What follows belongs to an exercise in optimizing a design on an open flow for small area; a production flow would make more cautious choices.
Only simulation tests tie the RTL to the original design; equivalence was not proved.

==> flow/design.v, too long to show whole: its modules and the start of the top module <==
// module cordic_fa: 10 lines
// module cordic_ha: 9 lines
// module cordic_rotator: 4581 lines
module cordic_rotator (
    input  logic       clk,
    input  logic       rst_n,
    input  logic       in_valid,
    input  logic [8:0] in_x,
    input  logic [8:0] in_y,
    input  logic [8:0] in_angle,
    output logic       out_valid,
    output logic [31:0] out_x,
    output logic [31:0] out_y
);
  // ...
==> flow/run.sh <==
#!/bin/bash
# synth_recipe.tcl (not shown) runs the flow's synth.tcl, then flattens the netlist and writes it again
# the make line also repeats each setting of config.mk as NAME=value (left out here)
make -C /OpenROAD-flow-scripts/flow DESIGN_CONFIG=/design/flow/config.mk WORK_HOME=/design/flow/orfs CLKGATE_MAP_FILE= SYNTH_SCRIPT=/design/flow/synth_recipe.tcl finish
==> flow/config.mk <==
export PLATFORM = sky130hd
export DESIGN_NAME = cordic_rotator
export DESIGN_NICKNAME = cordic_rotator
export VERILOG_FILES = /design/flow/design.v
export SDC_FILE = /design/flow/constraint.sdc
export NUM_CORES = 4
export LEC_CHECK = 0
export ABC_AREA = 1
export ABC_CLOCK_PERIOD_IN_PS = 11000
export CAP_MARGIN = 20
export CORE_MARGIN = 2
export CORE_UTILIZATION = 40
export CTS_BUF_LIST = sky130_fd_sc_hd__clkbuf_4 sky130_fd_sc_hd__clkbuf_8
export SLEW_MARGIN = 20
export SYNTH_HIERARCHICAL = 1
export SYNTH_MINIMUM_KEEP_SIZE = 0
==> flow/constraint.sdc <==
create_clock -name core_clock -period 11.0 [get_ports {clk}]
set_input_delay 2.2000 -clock core_clock [delete_from_list [all_inputs] [get_ports {clk}]]
set_output_delay 2.2000 -clock core_clock [all_outputs]
set_load 0.01 [all_outputs]
==> notes.md, run 1 <==
Ant. Diodes 0; Post-DP Area about 25,000 µm²; Async S/R FF share, synth 0%; Final setup viols 0; # DRC 0; CTS sink count 254; Max Cap Violations 0; DR pass1 iterations 5; vias in the first global route ~16,000; worst reg2reg path depth 25; status complete, no violations; Fill cells around 5,500; first-pass GRT wire length just under 90 mm; reg-to-reg startpoint p2_n1018; met3 Use GR ~2%; crit path kind register to output port; PostCTS Resize Cnt 3; XOR/XNOR share of the synthesized area about a tenth; r2r endpoint p3_n1560; count of input and output buffers 94; post-synthesis mux area share 0%; worst path cell trace inv_1 -> o21ai_2 -> xor2_1 -> fa_1 -> xnor2_1 -> fa_1 -> fa_1 -> fa_1 -> fa_1 -> fa_1 -> fa_1 -> fa_1 -> fa_1 -> fa_1 -> fa_1 -> fa_1 -> fa_2 -> xnor2_4 -> buf_12 -> nand2_1 -> xor2_1 -> clkdlybuf4s50_1; non-clock inverter count approximately 210; I/O pin count between 90 and 100; M2 GR Usage 33.86%; Non-Clock Buffer Count 119; num tapcells about 770; most frequent cells in the layout 500 x fa_1, 258 x nand2_1, 250 x dfxtp_1, 200 x inv_1, 144 x xor2_1; synthesized instance count 2,191; flop-to-flop setup slack 0.47 ns; Initial Util about two fifths; Non-Filler Instances ~3,000; top post-synthesis cells by count 501 x fa_1, 258 x nand2_1, 254 x dfxtp_1; top sig layer met4; CP Depth 22; tightest hold margin approximately 0.32 ns; distinct cell type count after synthesis 48
==> run 2: changes to the inputs <==
--- a/flow/config.mk
+++ b/flow/config.mk
@@ -12,3 +12,2 @@
 export CORE_UTILIZATION = 40
-export CTS_BUF_LIST = sky130_fd_sc_hd__clkbuf_4 sky130_fd_sc_hd__clkbuf_8
 export SLEW_MARGIN = 20
==> notes.md, run 2 <==
FP Rows 89 (unchanged); Skew-Pair Late Insertion Delay 0.58 ns (was 0.63 ns); Final Hold Violating Endpoints 0 (unchanged); chip width 247.4 µm (unchanged); vias in the first global route 16,183 (was 16,371); CTS tree done (unchanged); Mapped Area 23,710 µm² (unchanged); Setup crit end kind output port (unchanged); post-route cell area 26,140 µm² (was 26,160 µm²); maximum number of pins on one net before global-route repair 38 (unchanged); min Tclk post-route 10.64 ns (was 10.65 ns); commonest non-fill, non-tap cell in the layout fa_1 (unchanged); Die H 247.4 µm (unchanged); worst reg2reg path depth 24 (was 25); largest area contributor in the netlist fa_1 (unchanged); Slew HR 38.41% (was 38.60%); DR pass1 iterations 8 (was 5); Async S/R FF share, synth 0% (unchanged); Ant. Diodes 0 (unchanged); Avg Cell Area, Syn 10.82 µm² (unchanged); register bit total from synthesis 254 (unchanged); Reg with most FFs vld (unchanged); RSZ-0062 raised after global routing false (unchanged); main flop type after synthesis dfxtp_1 (unchanged); Initial Util 40.32% (unchanged); post-DP HPWL 44.97 mm (unchanged); crit share post-route 96.72% (was 96.83%); area growth from synthesis to layout 10.25% (was 10.33%); routability cong. 0.9127 (unchanged); count of input and output buffers 94 (unchanged); r2r endpoint p3_n1403 (was p3_n1560); vias 14,725 (was 14,820); Setup TNS 0 ns (unchanged); most frequent cell after synthesis fa_1 (unchanged); final WL 53.23 mm (was 53.63 mm); reg-to-reg startpoint p2_n230 (was p2_n1018); Max Cap Violations 0 (unchanged); hold crit path type register to register (unchanged); antenna viol nets, final 0 (unchanged); M1 wire length 22.11 mm (was 22.08 mm); post-synth top area share 42.31% (unchanged); share of cells above drive strength 1 5.353% (was 6.835%); worst clock skew 0.03084 ns (was 0.03622 ns); distinct cell type count after synthesis 48 (unchanged); crit path max fanout 12 (was 11); Arrival @ worst endpoint 8.44 ns (was 8.45 ns); total grt overflow 0 (unchanged); Via density 4.915 (was 4.898); most frequent cells in the layout 500 x fa_1, 258 x nand2_1, 251 x dfxtp_1, 200 x inv_1, 144 x xor2_1 (was 500 x fa_1, 258 x nand2_1, 250 x dfxtp_1, 200 x inv_1, 144 x xor2_1); max reg flops 4 (unchanged); first-pass GRT wire length 86.34 mm (was 87.09 mm); top post-synthesis cells by count 501 x fa_1, 258 x nand2_1, 254 x dfxtp_1 (unchanged); Slew Limit Fails 0 (unchanged); initial DRC count 791 (was 843); clock transition at the registers of the reported paths 0.06 ns (about the same); core box area 58,800 µm² (unchanged); Post-DP Area 24,950 µm² (unchanged); Met3 Wirelength 1.513 mm (was 1.812 mm); Hold Path Sink p3_n235 (was p3_n240); antenna violations before repair 0 (unchanged); Ys Warns 7 (unchanged); Clock Tree Root clkbuf_16 (was clkbuf_8); HP Start p2_n235 (was p2_n240); type of origin of the critical path register (unchanged); # DRC 0 (unchanged); CTS sink count 254 (unchanged); Synthesized Nets 2,798 (unchanged); cts bufs inserted 29 (was 45); Die ar. 61,230 µm² (unchanged); clk buf depth 3 (unchanged); Hold Path Depth 0 (unchanged); top sig layer met4 (unchanged); WL per Instance 17.77 µm (was 17.72 µm); Final setup viols 0 (unchanged); I/O pin count 95 (unchanged); Worst-Margin Slew 0.9213 ns (was 0.9185 ns); Max Freq 0.09399 GHz (was 0.09389 GHz); status complete, no violations (unchanged); met2 WL post-DR 28.23 mm (was 28.24 mm); synth top area cells fa_1 42%, dfxtp_1 21%, xor2_1 5.3% (unchanged); Nets 2,810 (was 2,825); Required @ worst endpoint 8.80 ns (about the same); H-tree lvl count 1 (was 2); crit path kind register to output port (unchanged); flop-to-flop setup slack 0.46 ns (was 0.47 ns); synthesized instance count 2,191 (unchanged); Tot GR Track Use 18.01% (was 18.28%); number of enable flip-flop cells after synthesis 0 (unchanged); register area share after synthesis 21.45% (unchanged)
==> run 2: kinds of logic (layout without fill, tap and decap cells) <==
| kind of cell | Yosys count | count (layout) | synth area share (%) |
|---|---|---|---|
| DFF | 254 | 254 | 21.45 |
| xor gates and xnor gates | 275 | 276 | 10.16 |
| buffers and inverters | 353 | 384 | 6.904 |
| AOI/OAI and AO/OA | 305 | 305 | 7.527 |
| adders and majority gates | 577 | 577 | 46.32 |
| and+or+nand+nor | 427 | 427 | 7.638 |
==> run 2: through the flow <==
| stage | instances | setup WS, ns | utilization, % | hold WS [ns] |
|---|---|---|---|---|
| 2_1_floorplan | 2191 | 0.3330 | - | 0.3096 |
| 3_3_place_gp | 2940 | 0.4715 | 42.44 | 0.3105 |
| 3_5_place_dp | 2940 | 0.2744 | 42.44 | 0.3121 |
| 4_1_cts | 2992 | 0.01755 | 44.28 | 0.3266 |
| 5_1_grt | 2996 | 0.008119 | 44.45 | 0.3305 |
| 6_report | 2996 | 0.3609 | 44.45 | 0.3260 |
==> run 2: per-module statistics from Yosys, one instance, submodules excluded <==
module | area [µm²] | times used
cordic_ha | 12.51 | 45
cordic_fa | 20.02 | 501
cordic_rotator | 13110 | 1
==> run 2: cell type report <==
type | count | area (µm²)
well taps | 773 | 967.2
clock buffers | 38 | 809.5
flip-flops and latches | 254 | 5089
multi-input cells | 1585 | 17060
repair buffers | 120 | 1175
inverters | 213 | 799.5
clock inverters | 13 | 232.7
fillers | 5526 | 32660
==> run 2: critical path, cell delays in order (launching register included) <==
cell and delay (ns):
dfxtp_1 0.37, inv_1 0.10, o21ai_2 0.16, xor2_1 0.20, fa_1 0.49, xnor2_1 0.16, fa_1 0.40, fa_1 0.42
fa_1 0.43, fa_1 0.42, fa_1 0.43, fa_1 0.42, fa_1 0.41, fa_1 0.38, fa_1 0.39, fa_1 0.39
fa_1 0.41, fa_2 0.74, xnor2_4 0.16, buf_12 0.15, o21ai_0 0.10, xor2_1 0.14, clkdlybuf4s50_1 0.55
==> run 2: what timing repair did <==
item / CTS / global route
buffers inserted: 0 / 3
hold buffers: 0 / 0
pin swaps: 1 / 3
cloned: 1 / 0
resized for setup: 2 / 15
setup endpoints to repair: 21 / 43
==> run 2: metal layers <==
metal  up-vias  track usage (%)
met2       291            34.05
met1      7471            22.06
met5         -                0
met4         0            4.227
met3        82            1.600
li1       6881                -
==> run 2: how the worst max path moves through the flow <==
stage | from | slack (ns) | cells past startpoint | to
final | p4_n1867 | 0.36 | 22 | out_x[5]
after global routing | p2_n230 | 0.008 | 24 | p3_n1403
after CTS | p4_n1867 | 0.02 | 21 | out_x[8]
after detailed placement | p4_n1867 | 0.27 | 21 | out_x[8]
after global placement | p4_n1867 | 0.47 | 21 | out_x[16]
after floorplan | p3_n233 | 0.33 | 27 | p4_n2143

re-timing with driven ports:
In the flow no input, the clock included, has a driving cell. The finished layouts below were timed again as built, in two steps.
Step 1 sets driving cells, clkbuf_16 on the clock port and buf_2 on the other inputs (assumed; they add their load-dependent delay and slew).
Step 2 moves the port delays by t, midway between the first and last clock arrival at a register: inputs arrive t later, outputs are due t later. That takes back most of the time a late clock gives input paths.
Slacks: no drivers / after step 1 / after step 2; pairs: no drivers / after step 1.
| run | t (ns) | setup slack, ns | worst hold slack (ns) | worst setup path at the end | pins driven straight from the clock port |
|---|---|---|---|---|---|
| run 1 | 0.665 | 0.349 / 0.297 / 0.469 | 0.322 / 0.322 / 0.322 | register to register | 1 |
| run 2 | 0.623 | 0.361 / 0.303 / 0.457 | 0.326 / 0.326 / 0.326 | register to register | 1 |
After both steps every run listed still meets setup and hold.
